This design comes from an exercise in tuning for small area on the open sky130 flow, not from production work. For this run, only the layout was checked, not whether the RTL still works. Power figures rest on the tool's default switching activity, not on a simulated workload.

==> flow/design.v <==
module execute_unit (
    input  logic        Clk,
    input  logic        Reset,
    input  logic [4:0]  Opcode,
    input  logic        I,
    input  logic [31:0] Op1,
    input  logic [31:0] Op2,
    input  logic [31:0] Immx,
    input  logic [31:0] BranchTarget,
    output logic [31:0] AluResult,
    output logic [4:0]  AluSignal,
    output logic [1:0]  Flags,
    output logic        IsSt,
    output logic        IsLd,
    output logic        IsBeq,
    output logic        IsBgt,
    output logic        IsRet,
    output logic        IsImmediate,
    output logic        IsWb,
    output logic        IsUBranch,
    output logic        IsCall,
    output logic [31:0] BranchPC,
    output logic        IsBranchTaken
);
    localparam logic [4:0] OP_CMP = 5'd5;
    localparam logic [4:0] OP_NOP = 5'd13;
    logic        op_valid;
    logic [31:0] a, b;
    logic [1:0]  flags_q;
    assign op_valid = (Opcode <= 5'd20);
    always_comb begin
        IsLd        = 1'b0;
        IsSt        = 1'b0;
        IsBeq       = 1'b0;
        IsBgt       = 1'b0;
        IsRet       = 1'b0;
        IsCall      = 1'b0;
        IsUBranch   = 1'b0;
        IsImmediate = 1'b0;
        IsWb        = 1'b0;
        AluSignal   = OP_NOP;
        if (op_valid) begin
            IsLd        = (Opcode == 5'd14);
            IsSt        = (Opcode == 5'd15);
            IsBeq       = (Opcode == 5'd16);
            IsBgt       = (Opcode == 5'd17);
            IsCall      = (Opcode == 5'd19);
            IsRet       = (Opcode == 5'd20);
            IsUBranch   = (Opcode == 5'd18) || (Opcode == 5'd19) || (Opcode == 5'd20);
            IsImmediate = I;
            IsWb        = (Opcode <= 5'd4) || ((Opcode >= 5'd6) && (Opcode <= 5'd12))
                          || (Opcode == 5'd14) || (Opcode == 5'd19);
            if (Opcode <= 5'd12)
                AluSignal = Opcode;
            else if (Opcode == 5'd14 || Opcode == 5'd15)
                AluSignal = 5'd0;
        end
    end
    assign a = Op1;
    assign b = IsImmediate ? Immx : Op2;
    logic m_add, m_sub, m_mul, m_div, m_rem, m_and, m_or, m_notb, m_movb;
    logic m_shl, m_shr, m_sra;
    assign m_add  = (AluSignal == 5'd0);
    assign m_sub  = (AluSignal == 5'd1) || (AluSignal == 5'd5);
    assign m_mul  = (AluSignal == 5'd2);
    assign m_div  = (AluSignal == 5'd3);
    assign m_rem  = (AluSignal == 5'd4);
    assign m_and  = (AluSignal == 5'd6);
    assign m_or   = (AluSignal == 5'd7);
    assign m_notb = (AluSignal == 5'd8);
    assign m_movb = (AluSignal == 5'd9);
    assign m_shl  = (AluSignal == 5'd10);
    assign m_shr  = (AluSignal == 5'd11);
    assign m_sra  = (AluSignal == 5'd12);
    logic dr, dlike, row0only, sa, sb;
    assign dr       = m_div | m_rem;
    assign dlike    = dr | m_shr | m_sra;           
    assign row0only = m_add | m_sub | m_notb | m_movb;
    assign sa       = a[31];
    assign sb       = b[31];
    logic [31:0] oh;
    always_comb begin
        oh = 32'd0;
        oh[b[4:0]] = 1'b1;
    end
    logic        inv_a, inc_a, use_a;
    logic [31:0] n_in;
    assign inv_a = sa & (dr | m_sra);
    assign inc_a = sa & dr;
    assign use_a = dlike | m_add | m_sub;
    assign n_in  = use_a ? ((a ^ {32{inv_a}}) + {31'd0, inc_a}) : 32'd0;
    logic [31:0] yv, y;
    logic        sv, yinv, cin, m_sh;
    assign m_sh = m_shl | m_shr | m_sra;
    assign yv   = m_sh ? oh : b;
    assign sv   = dr & sb;
    assign yinv = (dlike & ~sv) | m_sub | m_notb;
    assign cin  = (dlike & ~sv) | m_sub;
    assign y    = yv ^ {32{yinv}};
    logic [31:0] hz;
    assign hz[0] = 1'b1;
    genvar g;
    generate
        for (g = 1; g < 32; g++) begin : g_hz
            assign hz[g] = hz[g-1] & (yv[32-g] == sv);
        end
    endgenerate
    logic [31:0] en;
    always_comb begin
        en = a & {32{m_mul | m_shl}};
        if (row0only) en[0] = 1'b1;
    end
    logic [31:0] sel, r0;
    logic        co0;
    alu_array u_arr (.n_in(n_in), .y(y), .cin(cin), .dlike(dlike), .en(en), .hz(hz),
                     .sel(sel), .r0(r0), .co0(co0));
    logic        qtype, bzero, neg, xinv;
    logic [31:0] x, arr;
    assign qtype = m_div | m_shr | m_sra;
    assign bzero = (b == 32'd0);
    assign neg   = (m_div & (sa ^ sb) & ~bzero) | (m_rem & sa);
    assign xinv  = neg | (m_sra & sa);
    assign x     = qtype ? sel : r0;
    assign arr   = (x ^ {32{xinv}}) + {31'd0, neg};
    always_comb begin
        AluResult = 32'd0;
        if (m_and)
            AluResult = a & b;
        else if (m_or)
            AluResult = a | b;
        else if (row0only | m_mul | m_shl | dlike)
            AluResult = arr;
    end
    logic cmp_eq, cmp_lt, cmp_gt;
    assign cmp_eq = (r0 == 32'd0);
    assign cmp_lt = (sa ^ sb) ? sa : ~co0;
    assign cmp_gt = ~cmp_lt & ~cmp_eq;
    always_ff @(posedge Clk or negedge Reset) begin
        if (!Reset)
            flags_q <= 2'b00;
        else if (Opcode == OP_CMP)
            flags_q <= {cmp_gt, cmp_eq};
    end
    assign Flags         = flags_q;
    assign BranchPC      = IsRet ? Op1 : BranchTarget;
    assign IsBranchTaken = IsUBranch | (IsBeq & flags_q[0]) | (IsBgt & flags_q[1]);
endmodule
module alu_array(input logic [31:0] n_in, input logic [31:0] y, input logic cin, input logic dlike,
  input logic [31:0] en, input logic [31:0] hz, output logic [31:0] sel, output logic [31:0] r0, output logic co0);
    localparam int B = 4;
    logic [31:0] r   [0:32];
    logic [31:0] co;
    assign r[32] = 32'd0;
    genvar g;
    generate
        for (g = 31; g >= 0; g--) begin : g_row
            localparam int W = 32 - g;
            localparam int NB = (W + B - 1) / B;
            logic [W-1:0] t, s, p, k;
            logic [W:0]   c;
            logic [NB:0]  bc;
            if (W == 1) begin : g_t1
                assign t = n_in[g];
            end else begin : g_tn
                assign t = {r[g+1][W-2:0], n_in[g]};
            end
            assign p = t | y[W-1:0];
            assign k = t & y[W-1:0];
            assign bc[0] = cin;
            for (genvar q = 0; q < NB; q++) begin : g_blk
                localparam int LO = q * B;
                localparam int HI = (LO + B < W) ? LO + B : W;
                logic [HI-LO:0] gg, pp;
                assign gg[0] = 1'b0;
                assign pp[0] = 1'b1;
                for (genvar i = LO; i < HI; i++) begin : g_gp
                    assign gg[i-LO+1] = k[i] | (p[i] & gg[i-LO]);
                    assign pp[i-LO+1] = p[i] & pp[i-LO];
                end
                assign bc[q+1] = gg[HI-LO] | (pp[HI-LO] & bc[q]);
                assign c[LO] = bc[q];
                for (genvar i = LO; i < HI - 1; i++) begin : g_rip
                    assign c[i+1] = (t[i] & y[i]) | (t[i] & c[i]) | (y[i] & c[i]);
                end
            end
            assign c[W] = bc[NB];
            for (genvar i = 0; i < W; i++) begin : g_bit
                assign s[i] = y[i] ^ c[i];
            end
            assign co[g]  = c[W];
            assign sel[g] = dlike ? (c[W] & hz[g]) : en[g];
            logic [W-1:0] rr;
            assign rr = t ^ (s & {W{sel[g]}});
            if (W == 32) begin : g_r32
                assign r[g] = rr;
            end else begin : g_rn
                assign r[g] = {{(32-W){1'b0}}, rr};
            end
        end
    endgenerate
    assign r0 = r[0];
    assign co0 = co[0];
endmodule
==> flow/flow/run.sh <==
#!/bin/bash
# Own layout flow: the standard layout (standard.sh) with two synthesis changes.
#  - Full adders are not extracted into fa cells: the divider's carry chains must be
#    fast, and fa_1's carry path is about four times slower than plain gates.
#  - ABC maps for area only (flow/abc_area_only.script: amap); the layout's repair steps
#    then size and buffer for timing as usual.
# Everything else (floorplan, power grid, placement, CTS, routing) is standard.sh.
set -euo pipefail
W=$(pwd)
{
  echo 'proc extract_fa {args} { puts "own flow: full-adder extraction skipped" }'
  echo "proc abc {args} {"
  echo "  set i [lsearch -exact \$args -script]"
  echo "  if {\$i >= 0} { lset args [expr {\$i + 1}] $W/flow/abc_area_only.script }"
  echo "  yosys abc {*}\$args"
  echo "}"
  cat "$W/synth_recipe.tcl"
} > "$W/own_synth.tcl"
sed "s#SYNTH_SCRIPT=[^ ]*#SYNTH_SCRIPT=$W/own_synth.tcl #" "$W/standard.sh" > "$W/own_standard.sh"
bash "$W/own_standard.sh" > "$W/own_flow.log" 2>&1
==> flow/flow/abc_area_only.script <==
strash
dch
amap
topo
==> flow/standard.sh <==
#!/bin/bash
# synth_recipe.tcl (not shown) runs the flow's synth.tcl, then flattens the netlist and writes it again
# the make line also repeats each setting of config.mk as NAME=value (left out here)
make -C /OpenROAD-flow-scripts/flow DESIGN_CONFIG=/design/flow/config.mk WORK_HOME=/design/flow/orfs CLKGATE_MAP_FILE= SYNTH_SCRIPT=/design/flow/synth_recipe.tcl "${@:-finish}"
==> flow/config.mk <==
export PLATFORM = sky130hd
export DESIGN_NAME = execute_unit
export DESIGN_NICKNAME = execute_unit
export VERILOG_FILES = /design/flow/design.v
export SDC_FILE = /design/flow/constraint.sdc
export NUM_CORES = 4
export LEC_CHECK = 0
export CAP_MARGIN = 20
export CORE_MARGIN = 2
export CORE_UTILIZATION = 40
export SLEW_MARGIN = 20
==> flow/constraint.sdc <==
create_clock -name core_clock -period 210.0 [get_ports {Clk}]
set_input_delay 42.0000 -clock core_clock [delete_from_list [all_inputs] [get_ports {Clk}]]
set_output_delay 42.0000 -clock core_clock [all_outputs]
set_load 0.01 [all_outputs]
==> flow_summary.ini <==
[sta]
finalSetupViolCount = 0
period_minus_slack_ns = 198.80
hold_ws_ns = 0.543
period_share = 0.947
hold_viol = 0
setup_tns_ns = 0
slew-limit-headroom = 0.160
finClkSkew_ns = 0
timing.fmax_mhz = 5.03
worst_pin_slew_ns = 1.24
finalMaxSlewViolations = 0

[setup_path]
crit_top_cell = clkinv_1
crit_path_end_kind = output port
crit_family = compound AO/OA/AOI/OAI gates
r2r_end = flags_q[1]$_DFFE_PN0N_
cp-endpoint = AluResult[31]
slowest_delay_ns = 0.65
reg2reg_depth = 1
crit_fanout = 33
ff2ff_setup_slack_ns = 209.28
cp.depth = 564
critPathKind = in -> out
arrival_ns = 156.80
critPathSlowestCell = or4_1
cp-start-kind = primary input
crit_buf_inv = 122
worst_ep_required_time_ns = 168.00
r2r_start = flags_q[1]$_DFFE_PN0N_
crit_start = Opcode[2]

[final_layout]
num-nets-final = 5267
instances_no_fill = 5911
num_antenna_cells = 0
area_delta_synth_final_pct = 19.2
fillers = 6521
largest_reg_flops = 2
top_register = flags_q
top_regs = flags_q x2
drive_gt1_frac = 0.0415
final_area_mm2 = 0.0293

[power]
p_seq_uw = 0.600
power.share.clock = 0.013
p_clk_uw = 3.00
power_density_mw_per_mm2 = 7.70
peakVddDrop_uv = 3.95
pwr-share-seq = 0.003
power.switching_uw = 155
combPwrFrac = 0.984
p_int_uw = 71.1
switching_share = 0.685
total_power_uw = 226
leakage_uw = 0.00930
pg_comb_uw = 222
maxPowerGroup = combinational cells

[global_routing]
grt_overflow = 0
grt_first_pass_wirelength_mm = 178
grtUsageTotal = 0.347
grt_max_degree = 69
antenna_found_initial = 2
grt_pass1_vias = 31800

[hold_path]
hp-start = flags_q[0]$_DFFE_PN0N_
holdCritPathClass = reg -> reg
whs_path_depth = 1
hold_end = flags_q[0]$_DFFE_PN0N_

[yosys]
yosysTopAreaCellShare = 0.177
async_flop_share = 1.00
ys_ff_latch = 2
netlist_top_cells_count = 1,157 x nor2_1, 651 x clkinv_1, 541 x o21ai_0
syn_nets = 4935
syn_avg_cell_area_um2 = 5.12
syn_area_mm2 = 0.0246
ys_warn_count = 3
yosys.area.top_type = nor2_1
yosysUniqueCellTypes = 51
synth_edf_count = 0
yosysSeqAreaShare = 0.00204
ys_top_cells_by_area = nor2_1 18%, o21ai_0 11%, a21oi_1 10%, clkinv_1 9.9%, o221ai_1 9.3%
synth.most_common_cell = nor2_1
synthFlopType = dfrtp_1
syn_inst = 4799

[die]
ios = 217
dieWidth_um = 252
coreArea_mm2 = 0.0606
rows = 90
dieHeight_um = 252
start_util = 0.406
dieArea_mm2 = 0.0635

[placement]
dp.cells = 5895
placed_area_mm2 = 0.0287
gp_congestion = 1.03
dp_hpwl_mm = 88.2
io_buffers = 215

[clocking]
cts_made_buffers = 3
cts_hold_buf = 0
cts-root-buf = clkbuf_16
cts_buffer_depth = 2
clk_latency_ns = 0.22
cts_tree = built
path_clk_slew_ns = 0.03
cts.sink_count = 2
htreeDepth = 1

[detailed_routing]
first_pass_iters = 11
post-route-drc-count = 0
ant_nets = 0
wl_per_cell_um = 19.7
vias = 37600
drtIter0Drc = 4182
wirelength_mm = 116
via_per_inst = 6.37

[status]
outcome = finished clean

[run]
max_cap_violations = 0
## power groups by stage
stage	Combinational, uW	Sequential, uW	Clock (uW)
2_1_floorplan	147	0.633	0
3_3_place_gp	208	0.604	0
3_5_place_dp	211	0.600	0
4_1_cts	211	0.598	3.01
## stage by stage
step,setup WS [ns],util
after floorplan,14.71,-
after global placement,6.80,0.474
after detailed placement,4.29,0.474
after CTS,3.78,0.476
after global routing,-0.122,0.484
final,11.20,0.484
## layout make-up
cell class / instances / area, um^2 / share of cell area
Clock buffer: 3 / 75.1 / 0.00256
Inverter: 651 / 2470 / 0.0845
Multi-Input combinational cell: 4145 / 22700 / 0.775
Sequential cell: 2 / 50.0 / 0.00171
Tap cell: 782 / 978 / 0.0334
Timing Repair Buffer: 328 / 3000 / 0.102
## worst max path at each step
stage | from | endpoint | slack [ns] | depth (start not counted)
global placement | Opcode[2] | AluResult[31] | 6.80 | 560
floorplan | Opcode[2] | AluResult[30] | 14.71 | 545
detailed placement | Opcode[2] | AluResult[31] | 4.29 | 558
CTS | Opcode[0] | AluResult[31] | 3.78 | 555
## layer usage
| metal | share of wire | vias up | GRT usage |
|---|---|---|---|
| met2 | 0.43 | 2043 | 0.555 |
| met1 | 0.41 | 16500 | 0.467 |
| met4 | 0.041 | 2 | 0.129 |
| li1 | - | 18800 | - |
| met3 | 0.12 | 320 | 0.0569 |
| met5 | 0.000086 | - | 0 |
## cell families (layout without fill, tap and decap cells)
logic type	count (synthesis)	in the layout	share of synthesized area
xor+xnor	9	9	0.00321
buf+inv	652	982	0.0997
simple gates	1931	1931	0.319
flops	2	2	0.00204
other cells	1	1	0.000153
compound gates	2204	2204	0.576
## cells in the final DEF, fill, tap and decap left out, types with 11 or more instances in the layout
master           count
a211oi_1           281
a21oi_1            503
a221o_1             18
a221oi_1            36
a221oi_2            13
a222oi_1            11
a22oi_1             17
a31oi_1             16
buf_4              113
clkdlybuf4s50_1    215
clkinv_1           632
nand2_1            494
nand3_1             29
nand4_1             21
nor2_1            1154
nor2b_1             85
nor3_1              72
nor4_1              14
o211ai_1            13
o21ai_0            532
o21bai_1            24
o221ai_1           262
o22ai_1            285
o22ai_4             13
o311ai_0            30
o32ai_1             34
o32ai_2             18
or2_0               20
or3_1               21
## repair_timing
action / 4_1_cts / 5_1_grt
buffers inserted: 0 / 13
endpoints found under the setup margin: 0 / 32
resized for setup: 0 / 72

-- afterwards: timing with drivers on the ports --
Ports are ideal in the flow. The routed layout listed here was re-timed in OpenROAD. Step 1 sets driving cells, clkbuf_16 on the clock port and buf_2 on the other inputs (assumed; they add their load-dependent delay and slew). Step 2 also shifts input and output timing later by t, the mid clock arrival at the registers, as if the neighbouring blocks saw the same clock. Three values: ideal ports, drivers, drivers and shift; two values: the first two.
shift t [ns]: 0.252
slack for setup (ns): 11.197 / 11.167 / 11.167
clock arrival spread, ns: 0.002 / 0.002
After both steps this run still meets setup and hold. For this run, drivers alone change the setup slack by -0.030 ns; drivers and shift together by -0.030 ns.
